This design comes from an exercise in tuning for small area, a short achievable clock period and few clock cycles on the open sky130 flow, not from production work. Where RTL was checked, it was by simulation tests only, not by an equivalence proof against the original. No activity file was given, so power comes from the tool's default toggle rates.

// two_source_feather_blend
module two_source_feather_blend #(
  parameter int MAX_DIM = 4096,
  parameter bit      CUT_A = 1'b1,
  parameter bit      CUT_R = 1'b1,
  parameter bit      CUT_B = 1'b1,
  parameter bit      CUT_P = 1'b1,
  parameter bit      CUT_C = 1'b1,
  parameter bit [7:0] CUT_D = 8'b1111_1111
) (
  input  logic                              clk,
  input  logic                              rst,
  input  logic                              cfg_wen,
  input  logic [tsfb_pkg::REG_IDX_W-1:0]    cfg_index,
  input  logic [tsfb_pkg::REG_DATA_W-1:0]   cfg_data,
  input  logic                              s_tvalid,
  output logic                              s_tready,
  input  logic [tsfb_pkg::IN_DATA_W-1:0]    s_tdata,
  output logic                              m_tvalid,
  input  logic                              m_tready,
  output logic [tsfb_pkg::OUT_DATA_W-1:0]   m_tdata
);
  logic [12:0] dim [0:3];
  logic        alpha_mode;
  logic [12:0] cfg_clamped;
  assign cfg_clamped = (cfg_data > 13'(MAX_DIM)) ? 13'(MAX_DIM) : cfg_data;
  always_ff @(posedge clk) begin
    if (rst) begin
      dim[0] <= 13'd1024;
      dim[1] <= 13'd1024;
      dim[2] <= 13'd1024;
      dim[3] <= 13'd1024;
      alpha_mode <= 1'b0;
    end else if (cfg_wen) begin
      case (cfg_index)
        3'd0: dim[0] <= cfg_clamped;
        3'd1: dim[1] <= cfg_clamped;
        3'd2: dim[2] <= cfg_clamped;
        3'd3: dim[3] <= cfg_clamped;
        3'd4: alpha_mode <= cfg_data[0];
        default: ;
      endcase
    end
  end
  logic en;
  logic sv;
  assign en       = !sv;
  assign s_tready = en;
  logic [55:0] crd;
  assign crd = {s_tdata[87:60], s_tdata[27:0]};
  logic [3:0]  ax_in;
  logic [47:0] fac;
  for (genvar i = 0; i < 4; i++) begin : g_axis
    logic [13:0] c;
    logic [12:0] hi;
    assign c = crd[14*i +: 14];
    assign ax_in[i] = !c[13] && (c[12:0] < dim[i]);
    assign hi       = dim[i] - c[12:0];
    assign fac[12*i +: 12] = (c[12:0] < {1'b0, dim[i][12:1]}) ? 12'(c[11:0] + 12'd1) : hi[11:0];
  end
  logic [1:0]  nz0;
  ...
export LEC_CHECK = 0
export CAP_MARGIN = 20
export CORE_MARGIN = 2
export CORE_UTILIZATION = 50
export SETUP_SLACK_MARGIN = 4.0
export SLEW_MARGIN = 20
create_clock -name core_clock -period 7.5 [get_ports {clk}]
run.sh (not shown) runs the stock make flow with config.mk's settings and CLKGATE_MAP_FILE= SYNTH_SCRIPT=/design/flow/synth_recipe.tcl, a recipe that flattens the netlist after the stock synthesis.
The baseline passed the timing, DRC and antenna checks.
Testbench counts at the start, summed over its fixed seeds: cycles 15,072.
Rerun with:
--- a/flow/config.mk
+++ b/flow/config.mk
@@ -10,2 +10,2 @@
-export CORE_UTILIZATION = 50
-export SETUP_SLACK_MARGIN = 4.0
+export CORE_UTILIZATION = 40
+export SETUP_SLACK_MARGIN = 3.7
Effect: Total power drops by 14%. Combinational power falls by 24%. Final cell count rises by 1.7%. Clock-buffer cell count went up by 19. Maximum frequency went up by 2.4%. Via count drops by 4.4%. Design area is lower by 6.8%. Worst setup slack improves by 94 ps.


two_source_feather_blend, a different RTL version from the one above (not shown whole).
Size: ~12000 cells after synthesis, about 2200 flip-flops, ~180 I/O pins, roughly 120000 µm² of cells after synthesis.
==> flow/config.mk <==
export PLATFORM = sky130hd
export DESIGN_NAME = two_source_feather_blend
export DESIGN_NICKNAME = two_source_feather_blend
export VERILOG_FILES = /design/flow/design.v
export SDC_FILE = /design/flow/constraint.sdc
export NUM_CORES = 4
export LEC_CHECK = 0
export CAP_MARGIN = 20
export CORE_MARGIN = 2
export CORE_UTILIZATION = 40
export SETUP_SLACK_MARGIN = 4.3
export SLEW_MARGIN = 20
==> flow/constraint.sdc <==
create_clock -name core_clock -period 7.5 [get_ports {clk}]
set_input_delay 1.5000 -clock core_clock [delete_from_list [all_inputs] [get_ports {clk}]]
set_output_delay 1.5000 -clock core_clock [all_outputs]
set_load 0.01 [all_outputs]
The starting point finished with antenna rules left.
Edit:
--- a/flow/config.mk
+++ b/flow/config.mk
@@ -10,3 +10,3 @@
 export CORE_UTILIZATION = 40
-export SETUP_SLACK_MARGIN = 4.3
+export SETUP_SLACK_MARGIN = 4.0
 export SLEW_MARGIN = 20
The new run finished with timing, DRC and antenna clean.
Worst setup slack gets worse by 0.041 ns.
Sequential share of layout area is higher by 2.2 points.
Final cell count falls by 2.6%.
Design area shrinks by 6.8%.
Via count decreases by 3.2%.
Register-to-register slack gets worse by 0.04 ns.
Non-clock buffer count decreases by 426.
Sequential power stays flat.
Clock-buffer cell count fell by 14.
No run of this note included a check of the RTL's function; only the layout flow was run.


== main ==
Another version of the RTL of two_source_feather_blend (not shown whole).
make LEC_CHECK=0 CAP_MARGIN=20 CORE_MARGIN=2 CORE_UTILIZATION=40 SETUP_SLACK_MARGIN=4.0 SLEW_MARGIN=20 finish   # period 7.5 ns
main did not stop at any stage, and its layout met the timing, DRC and antenna checks.
Testbench counts of main, summed over its fixed seeds: cycles 15,072.
--- input diff main..the feature branch ---
Settings: SETUP_SLACK_MARGIN now 3.7, was 4.0.
### Flow results
Comparing main against the feature branch, there is no change at all in number of sinks handled by clock tree synthesis. Changes observed in the feature branch relative to main: setup slack went down 0.14 ns; time the final worst path needs with I/O delays and setup went up 0.14 ns; total overflow reported by the global router held; number of inserted diodes went up 4; buffer share of cell area went down 1.5 points. main ended up with more cell instances than the feature branch did. [compare] base=main new=the feature branch: worst clock skew closely matched the old numbers, sum of routed wire length over all layers decreased by 12 mm relative to the old numbers, routing usage on met1 closely matched the old numbers.

-- static timing again, ports no longer ideal --
The flow's constraints put no driver on any port. The routed layouts listed below were extracted and timed again, unchanged, in two steps.
Step 1 (the two cells are an assumption about what drives the block):
set clk [get_ports {clk}]
set_driving_cell -lib_cell sky130_fd_sc_hd__clkbuf_16 $clk
set_driving_cell -lib_cell sky130_fd_sc_hd__buf_2 [delete_from_list [all_inputs] $clk]
Step 2 also shifts input and output timing later by t, the mid clock arrival at the registers, as if the neighbouring blocks saw the same clock.
Three values: ideal ports, drivers, drivers and shift; two values: the first two.
| run | t, ns | slack for setup (ns) | hold slack, ns | latest minus earliest clock arrival (ns) |
|---|---|---|---|---|
| the first run of note 1 | 0.971 | 3.529 / 3.529 / 3.199 | 0.393 / 0.393 / 0.393 | 0.083 / 0.083 |
| the second run of note 1 | 0.958 | 3.623 / 3.623 / 2.865 | 0.380 / 0.380 / 0.380 | 0.083 / 0.084 |
| the first run of note 2 | 0.976 | 3.937 / 3.937 / 3.276 | 0.254 / 0.254 / 0.254 | 0.162 / 0.162 |
| the second run of note 2 | 0.976 | 3.896 / 3.896 / 3.138 | 0.238 / 0.238 / 0.238 | 0.157 / 0.157 |
| main | 0.968 | 3.872 / 3.872 / 3.178 | 0.227 / 0.227 / 0.227 | 0.124 / 0.124 |
| the feature branch | 0.966 | 3.736 / 3.696 / 2.867 | 0.229 / 0.229 / 0.229 | 0.150 / 0.149 |
The setup slack of the feature branch, which loses most, moves by -0.040 ns with the drivers and by -0.869 ns with both steps.
